Background: an optimization exercise with open tools, aiming at small area, a short achievable clock period and few clock cycles per item. Do not read the settings as production practice. In this exercise RTL edits were held to simulation tests only and were not proved equivalent to the original.

==> flow/design.v (outline; a module is shown in full before it is edited, if it fits) <==
// module lfpd_front: 77 lines
// module lfpd_back: 330 lines
// module lfpd_istep: 859 lines
// module lfpd_dsum: 487 lines
// module line_follow_pid_drive: 95 lines
module line_follow_pid_drive (
    input  logic                                  aclk,
    input  logic                                  aresetn,
    input  logic                                  cfg_wr_en,
    input  logic [lfpd_pkg::CFG_IDX_W-1:0]        cfg_index,
    input  logic [lfpd_pkg::GAIN_W-1:0]           cfg_wdata,
    input  logic                                  s_valid,
    output logic                                  s_ready,
    input  logic [lfpd_pkg::SENSOR_W-1:0]         s_sensor_bits,
    output logic                                  m_valid,
    input  logic                                  m_ready,
    output logic signed [lfpd_pkg::DUTY_W-1:0]    m_left_duty,
    output logic signed [lfpd_pkg::DUTY_W-1:0]    m_right_duty,
    output logic                                  m_left_reverse,
    output logic                                  m_right_reverse,
    output logic                                  m_line_lost,
    output logic signed [lfpd_pkg::POS_W-1:0]     m_line_position
);
  // ...
==> flow/flow/run.sh <==
#!/bin/bash
# Standard layout with one netlist step added after synthesis: flow/polopt.py
# chooses the output polarity of the full adders (self-dual: complementing all
# inputs complements the outputs) and of gates that have a complementary cell
# with the same pins (and2/nand2, o21a/o21ai, ...), to drop inverters.
# Registers and all other cells are left as synthesis made them.
set -euo pipefail
R=orfs/results/${FLOW_PLATFORM}/line_follow_pid_drive/base
bash standard.sh synth > synth.log 2>&1
cp "$R/1_2_yosys.v" "$R/1_2_yosys.std.v"
python3 flow/polopt.py "$R/1_2_yosys.std.v" "$R/1_2_yosys.v" > polopt.log 2>&1
rm -f "$R/1_synth.odb" "$R/1_synth.sdc"
bash standard.sh > layout.log 2>&1
==> flow/flow/polopt.py <==
#!/usr/bin/env python3
"""Polarity optimisation of a flat sky130 gate netlist.

Inverters are dissolved into wires with a polarity, then every full adder
(self-dual: FA(~a,~b,~c) = (~s,~co)) and every gate that has a complementary
cell with the same pins (and2/nand2, o21a/o21ai, mux2/mux2i, ...) may be
flipped, which complements its output (and, for a full adder, its inputs).
Flips are chosen greedily to reduce the area of the inverters needed plus the
area change of the swapped cells. Registers are never touched.
usage: invopt2.py IN.v OUT.v
"""
import re, sys
from collections import defaultdict

PAIRS = [
 ('and2_1','nand2_1'),('and3_1','nand3_1'),('and4_1','nand4_1'),('or2_1','nor2_1'),('or3_1','nor3_1'),
 ('or4_1','nor4_1'),('xor2_1','xnor2_1'),('a21o_1','a21oi_1'),('a21bo_1','a21boi_0'),('a22o_1','a22oi_1'),
 ('a211o_1','a211oi_1'),('a31o_1','a31oi_1'),('a32o_1','a32oi_1'),('a41o_1','a41oi_1'),('a221o_1','a221oi_1'),
 ('a311o_1','a311oi_1'),('a2111o_1','a2111oi_0'),('o21a_1','o21ai_0'),('o21ba_1','o21bai_1'),('o22a_1','o22ai_1'),
 ('o211a_1','o211ai_1'),('o31a_1','o31ai_1'),('o32a_1','o32ai_1'),('o41a_1','o41ai_1'),('o221a_1','o221ai_1'),
 ('o311a_1','o311ai_0'),('o2111a_1','o2111ai_1'),('and2b_1','nand2b_1'),('or2b_1','nor2b_1'),('mux2_1','mux2i_1'),
 ('buf_1','inv_1'),('clkbuf_1','clkinv_1'),('a2bb2o_1','a2bb2oi_1'),('o2bb2a_1','o2bb2ai_1'),
 ('nand3b_1','and3b_1'),('nor3b_1','or3b_1'),('nand4b_1','and4b_1'),('nor4b_1','or4b_1')]
AREA = {}
def load_areas():
    lib = open('/OpenROAD-flow-scripts/flow/platforms/sky130hd/lib/sky130_fd_sc_hd__tt_025C_1v80.lib').read() \
        if len(sys.argv) < 4 else open(sys.argv[3]).read()
    parts = re.split(r'\n\s*cell\s*\(\s*"?(sky130_fd_sc_hd__\w+)"?\s*\)', lib)
    for i in range(1, len(parts), 2):
        m = re.search(r'\barea\s*:\s*([\d.]+)', parts[i + 1])
        if m: AREA[parts[i]] = float(m.group(1))
load_areas()
P = 'sky130_fd_sc_hd__'
COMP = {}
OUTPIN = {}
for a, b in PAIRS:
    COMP[P + a] = P + b; COMP[P + b] = P + a
INV_AREA = AREA[P + 'inv_1']

src = open(sys.argv[1]).read()
m = re.search(r'(module\s+(\w+)\s*\((.*?)\);)(.*?)(endmodule)', src, re.S)
header, body = m.group(1), m.group(4)
portnames = set(re.findall(r'(\w+)', m.group(3)))
stmts = [s.strip() for s in body.split(';')]
decls, assigns, cells = [], [], []
cell_re = re.compile(r'^(sky130_fd_sc_hd__\w+)\s+(\S+)\s*\((.*)\)$', re.S)
for s in stmts:
    if not s: continue
    mm = cell_re.match(s)
    if mm:
        pins = [(p, n.strip()) for p, n in re.findall(r'\.(\w+)\(\s*((?:[^()]|\([^()]*\))*?)\s*\)', mm.group(3), re.S)]
        cells.append([mm.group(1), mm.group(2), pins])
    elif s.startswith('assign'):
        assigns.append(s)
    else:
        decls.append(s)

OUTPINS = {'X', 'Y', 'Q', 'Q_N', 'SUM', 'COUT', 'HI', 'LO', 'GCLK'}
def is_inv(t): return re.match(P + r'(inv|clkinv)_\d+$', t) is not None
def is_fa(t): return re.match(P + r'fa_\d+$', t) is not None
def flippable(t): return is_fa(t) or t in COMP

fixed = set()
for a in assigns:
    for n in re.findall(r'\\\S+|[A-Za-z_][\w$]*(?:\s*\[\d+\])?', a[len('assign'):]):
        fixed.add(n.strip())
def must_true(n):
    return n in fixed or n.split('[')[0].strip().lstrip('\\') in portnames

driver = {}
for ci, (t, name, pins) in enumerate(cells):
    for p, n in pins:
        if p in OUTPINS: driver[n] = ci
def root(n):
    par = 0
    for _ in range(64):
        ci = driver.get(n)
        if ci is None or not is_inv(cells[ci][0]): break
        n = dict(cells[ci][2])['A']; par ^= 1
    return n, par

keep_inv = set(ci for ci, c in enumerate(cells) if is_inv(c[0]) and must_true(dict(c[2])['Y']))
# loads: (cell, pin, root, parity); a kept inverter is a load of its input
loads = []
for ci, (t, name, pins) in enumerate(cells):
    if is_inv(t) and ci not in keep_inv: continue
    for p, n in pins:
        if p in OUTPINS: continue
        r, par = root(n)
        loads.append((ci, p, r, par))
flip = {ci: 0 for ci, c in enumerate(cells) if flippable(c[0]) and not (is_inv(c[0]))}
def gflip(r):
    ci = driver.get(r)
    return flip.get(ci, 0) if ci is not None else 0
def lflip(ci):
    return flip.get(ci, 0) if is_fa(cells[ci][0]) else 0
loads_by_net = defaultdict(list)
for k, l in enumerate(loads): loads_by_net[l[2]].append(k)
in_nets = defaultdict(set); out_nets = defaultdict(set)
for k, (ci, p, r, par) in enumerate(loads):
    if ci in flip and is_fa(cells[ci][0]): in_nets[ci].add(r)
for ci in flip:
    for p, n in cells[ci][2]:
        if p in OUTPINS: out_nets[ci].add(n)
def net_cost(r):
    g = gflip(r)
    need = False
    for k in loads_by_net[r]:
        ci, p, _, par = loads[k]
        if par ^ lflip(ci) ^ g: need = True; break
    if g and must_true(r): need = True
    return INV_AREA if need else 0.0
def cell_cost(ci):
    if flip[ci] and not is_fa(cells[ci][0]):
        t = cells[ci][0]
        return AREA.get(COMP[t], 99) - AREA.get(t, 0)
    return 0.0
order = sorted(flip)
import itertools
def in_drivers(ci):
    ds = []
    for p, n in cells[ci][2]:
        if p in OUTPINS: continue
        r, par = load_of0[(ci, p)]
        d = driver.get(r)
        if d is not None and d in flip and d != ci and d not in ds: ds.append(d)
    return ds
load_of0 = {(ci, p): (r, par) for ci, p, r, par in loads}
def affected(cs):
    nets = set()
    for c in cs: nets |= in_nets[c] | out_nets[c]
    return nets
for rnd in range(30):
    changed = False
    for ci in order:
        if not is_fa(cells[ci][0]): continue
        ds = in_drivers(ci)
        best = None
        base_nets = None
        for k in range(1, len(ds) + 1):
            for sub in itertools.combinations(ds, k):
                cs = (ci,) + sub
                nets = affected(cs)
                c0 = sum(net_cost(r) for r in nets) + sum(cell_cost(c) for c in cs)
                for c in cs: flip[c] ^= 1
                c1 = sum(net_cost(r) for r in nets) + sum(cell_cost(c) for c in cs)
                for c in cs: flip[c] ^= 1
                if c1 < c0 - 1e-9 and (best is None or c1 - c0 < best[0]): best = (c1 - c0, cs)
        if best:
            for c in best[1]: flip[c] ^= 1
            changed = True
    if not changed: break
for rnd in range(30):
    changed = False
    for ci in order:
        nets = in_nets[ci] | out_nets[ci]
        c0 = sum(net_cost(r) for r in nets) + cell_cost(ci)
        flip[ci] ^= 1
        c1 = sum(net_cost(r) for r in nets) + cell_cost(ci)
        if c1 < c0 - 1e-9: changed = True
        else: flip[ci] ^= 1
    if not changed: break

# rewrite
newdecl, newcells = [], []
cnt = [0]
def fresh(tag):
    cnt[0] += 1
    n = f"_pol{tag}{cnt[0]}_"
    newdecl.append(f"wire {n}")
    return n
W = {}
for ci in flip:
    if not flip[ci]: continue
    for p, n in cells[ci][2]:
        if p in OUTPINS and must_true(n):
            W[n] = fresh('w')
            newcells.append([P + 'inv_1', fresh('i').strip('_') + '_c', [('A', W[n]), ('Y', n)]])
def wire(r): return W.get(r, r)
comp = {}
def get_comp(r):
    if r not in comp:
        comp[r] = fresh('n')
        newcells.append([P + 'inv_1', f"_polinv{len(comp)}_", [('A', wire(r)), ('Y', comp[r])]])
    return comp[r]
load_of = {(ci, p): (r, par) for ci, p, r, par in loads}
out = []
for ci, (t, name, pins) in enumerate(cells):
    if is_inv(t) and ci not in keep_inv: continue
    nt = COMP[t] if (flip.get(ci, 0) and not is_fa(t)) else t
    np_ = []
    for p, n in pins:
        if p in OUTPINS:
            q = p
            if nt != t:
                # complementary cell: output pin name may differ (X <-> Y)
                q = 'Y' if p == 'X' else ('X' if p == 'Y' else p)
            np_.append((q, wire(n) if flip.get(ci, 0) else n))
        else:
            r, par = load_of[(ci, p)]
            want = par ^ lflip(ci)            # load wants v_r ^ want
            g = gflip(r)
            if want == g: np_.append((p, wire(r)))
            elif r in W: np_.append((p, r))   # r itself carries the true value
            else: np_.append((p, get_comp(r)))
    out.append([nt, name, np_])
out += newcells
lines = [header]
for d in decls: lines.append("  " + d + " ;")
for d in newdecl: lines.append("  " + d + " ;")
for t, name, pins in out:
    pl = ",\n".join(f"    .{p}({n} )" for p, n in pins)
    lines.append(f"  {t} {name} (\n{pl}\n  );")
for a in assigns: lines.append("  " + a + " ;")
lines.append("endmodule")
open(sys.argv[2], 'w').write(src[:m.start()] + "\n".join(lines) + "\n" + src[m.end():])
a0 = sum(AREA.get(c[0], 0) for c in cells); a1 = sum(AREA.get(c[0], 0) for c in out)
ninv0 = sum(1 for c in cells if is_inv(c[0])); ninv1 = sum(1 for c in out if is_inv(c[0]))
print(f"area {a0:.1f} -> {a1:.1f}; inverters {ninv0} -> {ninv1}; flipped {sum(flip.values())} of {len(flip)}", file=sys.stderr)
==> flow/standard.sh <==
#!/bin/bash
# synth_recipe.tcl (not shown) runs the flow's synth.tcl, then flattens the netlist and writes it again
# the make line also repeats each setting of config.mk as NAME=value (left out here)
make -C /OpenROAD-flow-scripts/flow DESIGN_CONFIG=/design/flow/config.mk WORK_HOME=/design/flow/orfs CLKGATE_MAP_FILE= SYNTH_SCRIPT=/design/flow/synth_recipe.tcl "${@:-finish}"
==> flow/config.mk <==
export PLATFORM = sky130hd
export DESIGN_NAME = line_follow_pid_drive
export DESIGN_NICKNAME = line_follow_pid_drive
export VERILOG_FILES = /design/flow/design.v
export SDC_FILE = /design/flow/constraint.sdc
export NUM_CORES = 4
export LEC_CHECK = 0
export CAP_MARGIN = 20
export CORE_MARGIN = 2
export CORE_UTILIZATION = 60
export PLACE_DENSITY = 0.7
export SETUP_SLACK_MARGIN = 3
export SLEW_MARGIN = 20
==> flow/constraint.sdc <==
create_clock -name core_clock -period 12.0 [get_ports {aclk}]
set_input_delay 2.4000 -clock core_clock [delete_from_list [all_inputs] [get_ports {aclk}]]
set_output_delay 2.4000 -clock core_clock [all_outputs]
set_load 0.01 [all_outputs]
==> impl_metrics.csv, run 1 <==
group,metric,value,unit
sta,slew_viol_final,0,
worst_setup_path,regToRegEndpoint,"u_back.integral_reg[12]",
status,outcome,"no timing/DRC/antenna violations",
global_route,use_met2,52.5,%
routing,vias,17800,
worst_setup_path,ff2ff_path_depth,34,
worst_setup_path,regToRegSetupSlack,3.18,ns
floorplanning,taps,468,
cells_and_area,largest_register_ffs,34,
clock_network,cts_hold_buf,0,
sta,period_needed,8.82,ns
worst_setup_path,cp-end-kind,"flip-flop",
hold_path,holdPathEnd,"u_back.r3_lrev",
routing,dr.first_iter.drc_count,1144,
clock_network,clk_pin_slew_worst_paths,0.07,ns
routing,wl_met1,24000,um
cells_and_area,layout_commonest_cell,"nand2_1",
clock_network,root_buffer,"clkbuf_16",
placement,dp_slack,1.93,ns
cells_and_area,inverters,225,
routing,avgViaCountPerCell,6.03,
clock_network,cts_buffers,17,
clock_network,postCtsSetupBuffers,16,
cells_and_area,nMultiInputCombCells,1957,
cells_and_area,multi_input_area,18000,um2
floorplanning,die_w,197,um
routing,routed_wl,57100,um
cells_and_area,dominant_cells,"multi-input gates",
global_route,grt_use_met3,3.41,%
clock_network,cts_tree,"built",
placement,dp.cells,2860,
hold_path,hold_depth,0,
clock_network,post_cts_resized,37,
sta,max_freq,113,MHz
worst_setup_path,worstPathArrival,9.01,ns
Testbench counts, summed over its fixed seeds: cycles 1,944, items 1,920.
==> inputs of run 2 (changes only) <==
--- a/flow/config.mk
+++ b/flow/config.mk
@@ -8,6 +8,5 @@
 export CAP_MARGIN = 20
 export CORE_MARGIN = 2
-export CORE_UTILIZATION = 60
-export PLACE_DENSITY = 0.7
+export CORE_UTILIZATION = 55
 export SETUP_SLACK_MARGIN = 3
 export SLEW_MARGIN = 20
==> impl_metrics.csv, run 2 <==
group,metric,value,unit
status,outcome,"no timing/DRC/antenna violations",
cells_and_area,layout_commonest_cell,"nand2_1",
sta,max_freq,114,MHz
global_route,grt_pass1_wl,94700,um
worst_setup_path,max_stage_delay,0.61,ns
synth,syn_inst,2394,
synth,syn_area,22300,um2
worst_setup_path,critPathSlowestCell,"fa_2",
synth,yosysWarningCount,3,
worst_setup_path,ff2ff_path_depth,30,
placement,dp_slack,1.77,ns
clock_network,clock_sinks,142,
cells_and_area,stdcell_count,3001,
cells_and_area,diodes,0,
routing,vias,17400,
worst_setup_path,worstPathRequired,12.17,ns
sta,report.final.setup_viol,0,
synth,synth_nets,2978,
global_route,grt.overflow.total,0,
floorplanning,die_w,206,um
worst_setup_path,cp-end-kind,"flip-flop",
worst_setup_path,worstReg2RegStart,"u_back.izero_reg",
placement,dp_hpwl,46600,um
worst_setup_path,start_kind,"flip-flop",
sta,fin_setup_tns,0,ns
routing,drc_errors,0,
floorplanning,die_y,206,um
floorplanning,rows,73,
hold_path,min_path_type,"reg2reg",
sta,slew_viol_final,0,
synth,syn_avg_cell_area,9.33,um2
worst_setup_path,worstPathArrival,8.92,ns
flow_run,maxCapViolations,0,
placement,placed_cell_area,23400,um2
clock_network,cts_buffer_depth,2,
sta,period_needed,8.75,ns
routing,routed_wl,58000,um
routing,dr.first_iter.drc_count,1063,
placement,dp.cells,2916,
global_route,grt_usage,28.6,%
hold_path,hold_depth,0,
worst_setup_path,worstSetupPathType,"reg2reg",
clock_network,htree_levels,4,
floorplanning,core,39900,um2
cells_and_area,nets,3047,
worst_setup_path,regToRegEndpoint,"u_back.r2_mv[12]",
worst_setup_path,regToRegSetupSlack,3.25,ns
cells_and_area,fill_cells,3377,
hold_path,holdPathEnd,"u_back.r2_rrev",
sta,hold_viol_final,0,
cells_and_area,largest_register_ffs,34,
clock_network,cts_tree,"built",
cells_and_area,drive_gt1_share,9.85,%
hold_path,worstHoldStart,"u_back.r1_rrev",
sta,tightest_slew,0.984,ns
global_route,antenna_found_initial,0,
global_route,grt_max_degree,44,
placement,gp_congestion,0.899,
worst_setup_path,crit_family,"adder cells",
clock_network,clk_pin_slew_worst_paths,0.06,ns
clock_network,cts_hold_buf,0,
worst_setup_path,worst-path-buf-inv,4,
global_route,grt_pass1_vias,17700,
routing,first_pass_iters,5,
sta,rsz0062_at_grt,"true",
routing,postRouteAntennaNets,0,
cells_and_area,layout_common_cells,"nand2_1 (280), ha_1 (274), fa_1 (258)",
routing,avgViaCountPerCell,5.79,
worst_setup_path,cp_common_cell,"fa_1",
sta,fin_ws,3.25,ns
routing,wl_per_cell,19.3,um
sta,finalClockSkew,0.0130,ns
sta,relSlewSlack,34.2,%
worst_setup_path,critPathMaxFanout,6,
clock_network,root_buffer,"clkbuf_16",
cells_and_area,post-route-cell-area,25100,um2
sta,period_share,72.9,%
cells_and_area,syn2layout_area_growth,12.3,%
floorplanning,pin_count,53,
clock_network,cts_buffers,17,
floorplanning,dieArea,42200,um2
placement,port_buffers,52,
clock_network,clk-insertion-delay-late,0.43,ns
floorplanning,start_util,56.0,%
[run 2: final cells by class]
cell class,instances,area [um2],share of cell area [%]
inverter,225,856,3.41
sequential,142,3700,14.7
clock inverter,11,203,0.808
clock buffer,21,462,1.84
multi-input combinational,1956,18100,72.2
timing repair buffer,121,1090,4.34
tap,525,657,2.62
[run 2: worst max-delay path by stage]
stage          slack (ns)             start                      end  depth (start not counted)
2_1_floorplan        2.99   ki_front_reg[5]         u_back.r2_mv[12]                         29
3_3_place_gp         2.10   ki_front_reg[4]  u_back.integral_reg[12]                         32
3_5_place_dp         1.77   ki_front_reg[3]  u_back.integral_reg[12]                         32
4_1_cts              2.98   ki_front_reg[2]  u_back.integral_reg[12]                         33
5_1_grt              2.93   ki_front_reg[5]         u_back.r2_mv[12]                         32
6_report             3.25  u_back.izero_reg         u_back.r2_mv[12]                         30
[run 2: repair_timing]
| action | in CTS | in global routing |
|---|---|---|
| buffers inserted | 23 | 30 |
| gates cloned | 0 | 0 |
| pin swaps | 3 | 55 |
| gates resized for setup | 39 | 87 |
| setup endpoints to repair | 27 | 20 |
| endpoints found under the hold margin | 0 | 0 |
[run 2: metal layers]
metal  up-vias  wire (um)  GRT usage (%)
met5         -          0              0
met4         0       1310           7.76
met3        76       1910           2.22
met2       358      28900           49.4
met1      8578      25900           38.7
li1       8350          -              -
[run 2: per-stage QoR]
| stage | utilization [%] | hold WS, ns |
|---|---|---|
| after floorplan | - | 0.400 |
| after global placement | 58.6 | 0.401 |
| after detailed placement | 58.6 | 0.405 |
| after CTS | 61.1 | 0.420 |
| after global routing | 62.9 | 0.435 |
| final | 62.9 | 0.418 |

-- port drivers added, routing unchanged --
The results above use ideal ports. As a check the final layouts listed here were re-extracted and re-timed, cells and wires unchanged.
Step 1, drivers: a clkbuf_16 drives aclk and a buf_2 each remaining input, both assumed.
Step 2 moves the port delays by t, midway between the first and last clock arrival at a register: inputs arrive t later, outputs are due t later. That takes back most of the time a late clock gives input paths.
Slacks: ideal ports / drivers / drivers and shift; pairs: ideal ports / drivers.
run | t, ns | setup WS [ns] | slew at the worst register clock pin (ns) | cell pins on the clock port's net
run 1 | 0.475 | 3.181 / 3.181 / 3.051 | 0.07 / 0.07 | 1
run 2 | 0.471 | 3.249 / 3.249 / 2.987 | 0.06 / 0.06 | 1
After both steps every run listed still meets setup and hold. For run 2, which loses most, drivers alone change the setup slack by 0.000 ns; drivers and shift together by -0.262 ns.
